From an optimization exercise on the open Yosys and OpenROAD flow, aimed at a short achievable clock period and few clock cycles; shortcuts taken in it are not production practice.
In this exercise RTL edits were held to simulation tests only and were not proved equivalent to the original.

==> v8: inputs <==
Design armSystem, start of the top module:
module armSystem (
  input  wire         clk,
  input  wire         reset,
  input  wire         loadEn,
  input  wire  [31:0] loadAdr,
  input  wire  [31:0] loadData,
  output logic        memWrite,
  output logic [31:0] dataAdr,
  output logic [31:0] writeData
);
clock: 16.0 ns
lec_check: 0
cap_margin: 20
core_margin: 2
core_utilization: 30
place_density: 0.4
slew_margin: 20
standard.sh (not shown) runs the stock make flow with config.mk's settings and CLKGATE_MAP_FILE= SYNTH_SCRIPT=/design/flow/synth_recipe.tcl, a recipe that flattens the netlist after the stock synthesis.
==> flow/flow/run.sh <==
#!/bin/bash
set -euo pipefail
bash standard.sh SETUP_SLACK_MARGIN=12 finish > standard_flow.log 2>&1
==> v11 (differences from v8) <==
--- a/flow/design.v
+++ b/flow/design.v
@@ -124,14 +124,16 @@
   function automatic logic [63:0] dec64(input logic [5:0] i);
     dec64 = 64'd1 << i;
   endfunction
   function automatic logic [15:0] dec16(input logic [3:0] i);
     dec16 = 16'd1 << i;
   endfunction
   logic [63:0][31:0] mem;
+  logic [63:0]       pdPred;
+  logic [63:0][5:0]  pdTidx;
   logic [14:0][31:0] regs;
   logic [31:0] pcF;             
   logic [5:0]  idxF;            
   logic [63:0] selF;            
   logic        flagN, flagZ, flagC, flagV;
   logic        wPendQ;          
   logic [63:0] ldWeQ;           
@@ -163,20 +165,26 @@
   logic        ldW, mulW, mulSW, pcWW;
   logic [3:0]  rdW;
   logic [31:0] resW;            
   logic [63:0] selW;            
   logic [31:0] adrQ, wdQ;       
   logic [NROWS*32-1:0] rowsW;
   logic [31:0] memF, ldData;
+  logic        pdPredF;
+  logic [5:0]  pdTidxF;
   always_comb begin
-    memF   = 32'd0;
-    ldData = 32'd0;
+    memF    = 32'd0;
+    ldData  = 32'd0;
+    pdPredF = 1'b0;
+    pdTidxF = 6'd0;
     for (int i = 0; i < 64; i++) begin
-      memF   = memF   | (mem[i] & {32{selF[i]}});
-      ldData = ldData | (mem[i] & {32{selW[i]}});
+      memF    = memF    | (mem[i] & {32{selF[i]}});
+      ldData  = ldData  | (mem[i] & {32{selW[i]}});
+      pdPredF = pdPredF | (pdPred[i] & selF[i]);
+      pdTidxF = pdTidxF | (pdTidx[i] & {6{selF[i]}});
     end
   end
   logic [31:0] prodW, wbVal;
   mulSum mSum (
     .rows (rowsW),
     .prod (prodW)
   );
@@ -202,17 +210,22 @@
   assign movLikeF = (cmdF == 4'b1101) || (cmdF == 4'b1111);
   assign logicF = (cmdF == 4'b0000) || (cmdF == 4'b1100) || (cmdF == 4'b0001) || movLikeF;
   assign raF    = isBrF ? 4'd15 : (isMulF ? instF[3:0] : instF[19:16]);
   assign rbF    = isStF ? instF[15:12] : (isMulF ? instF[11:8] : instF[3:0]);
   assign destF  = isMulF ? instF[19:16] : instF[15:12];
   logic        predF;
   logic [5:0]  tIdxF;
-  assign predF = isBrF && ((instF[31:28] == 4'b1110) ||
-                           (instF[23] && (instF[31:28] != 4'b1111)));
-  assign tIdxF = idxF + 6'd2 + instF[5:0];
+  always_comb begin
+    predF = pdPredF;
+    tIdxF = pdTidxF;
+    if (wPendQ && (wIdxQ == idxF)) begin
+      predF = pdPredW;
+      tIdxF = pdTidxW;
+    end
+  end
   always_comb begin
     rotPair = {2{24'b0, instF[7:0]}} >> {instF[11:8], 1'b0};
     case (opF)
       2'b00:   immF = rotPair[31:0];
       2'b01:   immF = {20'b0, instF[11:0]};
       default: immF = {{6{instF[23]}}, instF[23:0], 2'b00};
     endcase
@@ -276,37 +289,39 @@
       4'b1011: condPass = (flagN != flagV);
       4'b1100: condPass = ~flagZ & (flagN == flagV);
       4'b1101: condPass = flagZ | (flagN != flagV);
       4'b1110: condPass = 1'b1;
       default: condPass = 1'b0;
     endcase
   end
-  logic stallE, stallD, exE, liveE;
+  logic stallD, exE, liveE;
   logic eRedirect, collide, brWrong;
   logic [31:0] eTarget, dTarget, pcEff, pcNext;
   logic [5:0]  idxNext;
   logic [63:0] selNext;
-  assign stallE = vE && mulSW && (condE != 4'b1110);
-  assign liveE  = vE && !stallE && !pcWW;
+  assign liveE  = vE && !pcWW;
   assign exE    = liveE && condPass;
-  assign stallD = stallE ||
-                  (vD && exE && (isLdE || isMulE) && !pcDstE &&
-                   ((useAD && (raD == rdE)) || (useBD && (rbD == rdE))));
+  assign stallD = vD && ((exE && (isLdE || isMulE) && !pcDstE &&
+                          ((useAD && (raD == rdE)) || (useBD && (rbD == rdE)))) ||
+                         ((condD != 4'b1110) && exE && mulSE));
   assign brWrong = liveE && isBrE && (condPass != predE);
   assign collide = exE && isStE &&
                    ((sum[7:2] == idxF) || (sum[7:2] == wordD));
   assign eRedirect = brWrong || collide;
   assign eTarget   = (brWrong && !predE) ? brTgtE : pc4E;
   assign dTarget   = pc8D + immD;
   logic zNext, condPassD, resolveD, wrongD;
   assign zNext = (exE && sNZE) ? zRes : flagZ;
   assign condPassD = condHolds(condD, flagN, zNext, flagC, flagV);
   assign resolveD  = vD && isBrD && !(exE && mulSE) && !mulSW &&
                      ((condD[3:1] == 3'b000) || !(exE && (sNZE || cvE)));
-  assign wrongD    = resolveD && (condPassD != predD) && !stallD;
+  logic guessBad, takeD;
+  assign guessBad  = vD && predD && (!isBrD || (idxF != dTarget[7:2]));
+  assign wrongD    = ((resolveD && (condPassD != predD)) || guessBad) && !stallD;
+  assign takeD     = isBrD && (resolveD ? condPassD : 1'b1);
   assign pcEff     = (vD && predD) ? dTarget : pcF;
   always_comb begin
     if (pcWW) begin
       pcNext  = wbVal;
       idxNext = wbVal[7:2];
       selNext = dec64(wbVal[7:2]);
     end else if (eRedirect) begin
@@ -314,16 +329,16 @@
       idxNext = eTarget[7:2];
       selNext = dec64(eTarget[7:2]);
     end else if (stallD) begin
       pcNext  = pcF;
       idxNext = idxF;
       selNext = selF;
     end else if (wrongD) begin
-      pcNext  = condPassD ? dTarget : pc4D;
-      idxNext = condPassD ? dTarget[7:2] : pc4D[7:2];
+      pcNext  = takeD ? dTarget : pc4D;
+      idxNext = takeD ? dTarget[7:2] : pc4D[7:2];
       selNext = dec64(idxNext);
     end else if (predF) begin
       pcNext  = pcEff + 32'd4;  
       idxNext = tIdxF;
       selNext = dec64(tIdxF);
     end else begin
       pcNext  = pcEff + 32'd4;
@@ -349,23 +364,32 @@
     valA = regA;
     if (fwdWA) valA = wbVal;
     if (fwdEA) valA = res;
     valB = regB;
     if (fwdWB) valB = wbVal;
     if (fwdEB) valB = res;
   end
+  logic       pdPredW;
+  logic [5:0] pdTidxW;
+  assign pdPredW = (wDataQ[27:26] == 2'b10) &&
+                   ((wDataQ[31:28] == 4'b1110) || (wDataQ[23] && (wDataQ[31:28] != 4'b1111)));
+  assign pdTidxW = wIdxQ + 6'd2 + wDataQ[5:0];
   always_ff @(posedge clk) begin
     wPendQ  <= (loadEn && reset) || (exE && isStE);
     ldWeQ   <= dec64(loadAdr[7:2]) & {64{loadEn && reset}};
     wIdxQ   <= (loadEn && reset) ? loadAdr[7:2] : sum[7:2];
     wDataQ  <= (loadEn && reset) ? loadData : sdE;
   end
   always_ff @(posedge clk) begin
     for (int i = 0; i < 64; i++) begin
-      if (ldWeQ[i] || weW[i]) mem[i] <= wDataQ;
+      if (ldWeQ[i] || weW[i]) begin
+        mem[i]    <= wDataQ;
+        pdPred[i] <= pdPredW;
+        pdTidx[i] <= pdTidxW;
+      end
     end
   end
   logic [15:0] wrSelW;
   assign wrSelW = dec16(rdW);
   always_ff @(posedge clk) begin
     for (int i = 0; i < 15; i++) begin
       if (regWW && wrSelW[i]) regs[i] <= wbVal;
@@ -381,15 +405,14 @@
     end else begin
       pcF  <= pcNext;
       idxF <= idxNext;
       selF <= selNext;
       if (pcWW || eRedirect) begin
         vD <= 1'b0;
         vE <= 1'b0;
-      end else if (stallE) begin
       end else if (stallD) begin
         vE <= 1'b0;
       end else begin
         vD <= !wrongD;
         vE <= vD;
       end
     end
@@ -425,15 +448,15 @@
       opEorD <= isDpF && (cmdF == 4'b0001);
       opMovD <= isDpF && (cmdF == 4'b1101);
       opMvnD <= isDpF && (cmdF == 4'b1111);
       logicD <= isDpF && logicF;
     end
   end
   always_ff @(posedge clk) begin
-    if (!stallE) begin
+    begin
       condE  <= condD;
       pc4E   <= pc4D;
       brTgtE <= dTarget;
       aE     <= valA;
       bE     <= (bImmD ? immD : valB) ^ {32{subD}};
       sdE    <= valB;
       mulAE  <= isMulD ? valA : 32'd0;
==> summary.txt <==
v8 ran to the end with no violations. v11 completed, yet does not pass: antenna violations. In v11 the sequential share of layout area is higher than in v8, by 2.0 points. Between v8 and v11, the lower synthesized area is in v8 (gap about 7.5%, measured against v11). Against v11, the first-iteration DRC count of v8 is smaller by about 13%. Of v11 and v8, v8 has the higher critical path depth (gap 19). Between v11 and v8, the lower clock-buffer cell count is in v8 (gap 27). Between v8 and v11, the lower global-route usage is in v8 (gap 0.34 points). In v8 the synthesized cell count is smaller than in v11, by 5.3%.
==> figures <==
metric	v11	v8
Initial antenna violation count	229	191
Count of inserted antenna diode cells	289	218
Placed instance count	21100	19700
Clock sink count	3906	3458
Endpoint kind of the worst setup timing path	primary output	flip-flop
Non-clock inverter instance count of the final layout	563	562
First-pass iteration count of the detailed router	12	11
Crit path max-delay cell type	dfxtp_2	dfrtp_4
Status	failed layout checks	finished clean
Layout check failures	antenna violations	-
Inserted Clock Buffers	442	399
Global routing usage on met1	0.499	0.458
# clk buffers	554	527
Testbench counts of v8, summed over its fixed seeds: cycles 34,797.
Testbench counts of v11, summed over its fixed seeds: cycles 34,797.

========
==> run E: inputs <==
armSystem, a different RTL version from the one above (not shown whole).
==> flow/design.v (excerpt) <==
module armSystem (
  input  wire         clk,
  input  wire         reset,
  input  wire         loadEn,
  input  wire  [31:0] loadAdr,
  input  wire  [31:0] loadData,
  output logic        memWrite,
  output logic [31:0] dataAdr,
  output logic [31:0] writeData
);
clock: 16.0 ns
lec_check: 0
cap_margin: 20
core_margin: 2
core_utilization: 30
slew_margin: 20
run.sh (not shown) runs the stock make flow with config.mk's settings and CLKGATE_MAP_FILE= SYNTH_SCRIPT=/design/flow/synth_recipe.tcl, a recipe that flattens the netlist after the stock synthesis.
Stock flow here: none of the scripts above is used.
==> inputs of run R, as changes to run E <==
--- a/flow/config.mk
+++ b/flow/config.mk
@@ -6,4 +6,5 @@
 export NUM_CORES = 4
 export LEC_CHECK = 0
+export ABC_CLOCK_PERIOD_IN_PS = 3000
 export CAP_MARGIN = 20
 export CORE_MARGIN = 2
==> summary.txt <==
core area=about 500000 sq um; status=timing/DRC/antenna clean; adder-cell share of the synthesized area=under 10%; Worst EP required=roughly 17000 ps; hold path cells=0; Die H=713 microns; Post-CTS Hold Fix Bufs=0; Yosys warnings=1; most instantiated library cell after synthesis=edfxtp_1; Repair and plain buffers=420
Source of the figures above: run R

==> summary.txt <==
Setup CP Type=reg2reg; Post-CTS Hold Fix Bufs=0; CTS clk-pin slew, worst paths=60 ps; hold path cells=0; Yosys warnings=1; core area=501000 sq um; Slowest-stage cell, CP=dfxtp_4; status=timing/DRC/antenna clean; most instantiated library cell after synthesis=edfxtp_1; Repair and plain buffers=420; Initial Util=30.1%
Source of the figures above: run E

Testbench counts of run E, summed over its fixed seeds: cycles 36,291.
Testbench counts of run R, summed over its fixed seeds: cycles 36,291.

## afterwards: timing with drivers on the ports
How much do the figures lean on ideal ports? The routed layouts below were timed once more, with nothing changed but the port constraints.
Step 1 assumes that a clkbuf_16 drives the clock port and a buf_2 every other input.
Step 2, shift: input delay + t, output delay - t, t = (earliest + latest rising clock arrival at the registers) / 2. This alone moves slack from input paths to output paths.
Three values: ideal ports, drivers, drivers and shift; two values: the first two.
| run | shift t [ns] | slack for setup (ns) | slew at the worst register clock pin (ns) | worst slew at a driven data input, ns |
|---|---|---|---|---|
| v8 | 1.200 | 10.935 / 10.935 / 10.924 | 0.08 / 0.08 | 0.08 |
| v11 | 1.226 | 11.182 / 11.038 / 10.648 | 0.08 / 0.08 | 0.19 |
| run E | 0.970 | 7.755 / 7.755 / 7.755 | 0.08 / 0.08 | 0.13 |
| run R | 0.970 | 7.755 / 7.755 / 7.755 | 0.08 / 0.08 | 0.13 |
The setup slack of v11, which loses most, moves by -0.144 ns with the drivers and by -0.534 ns with both steps.
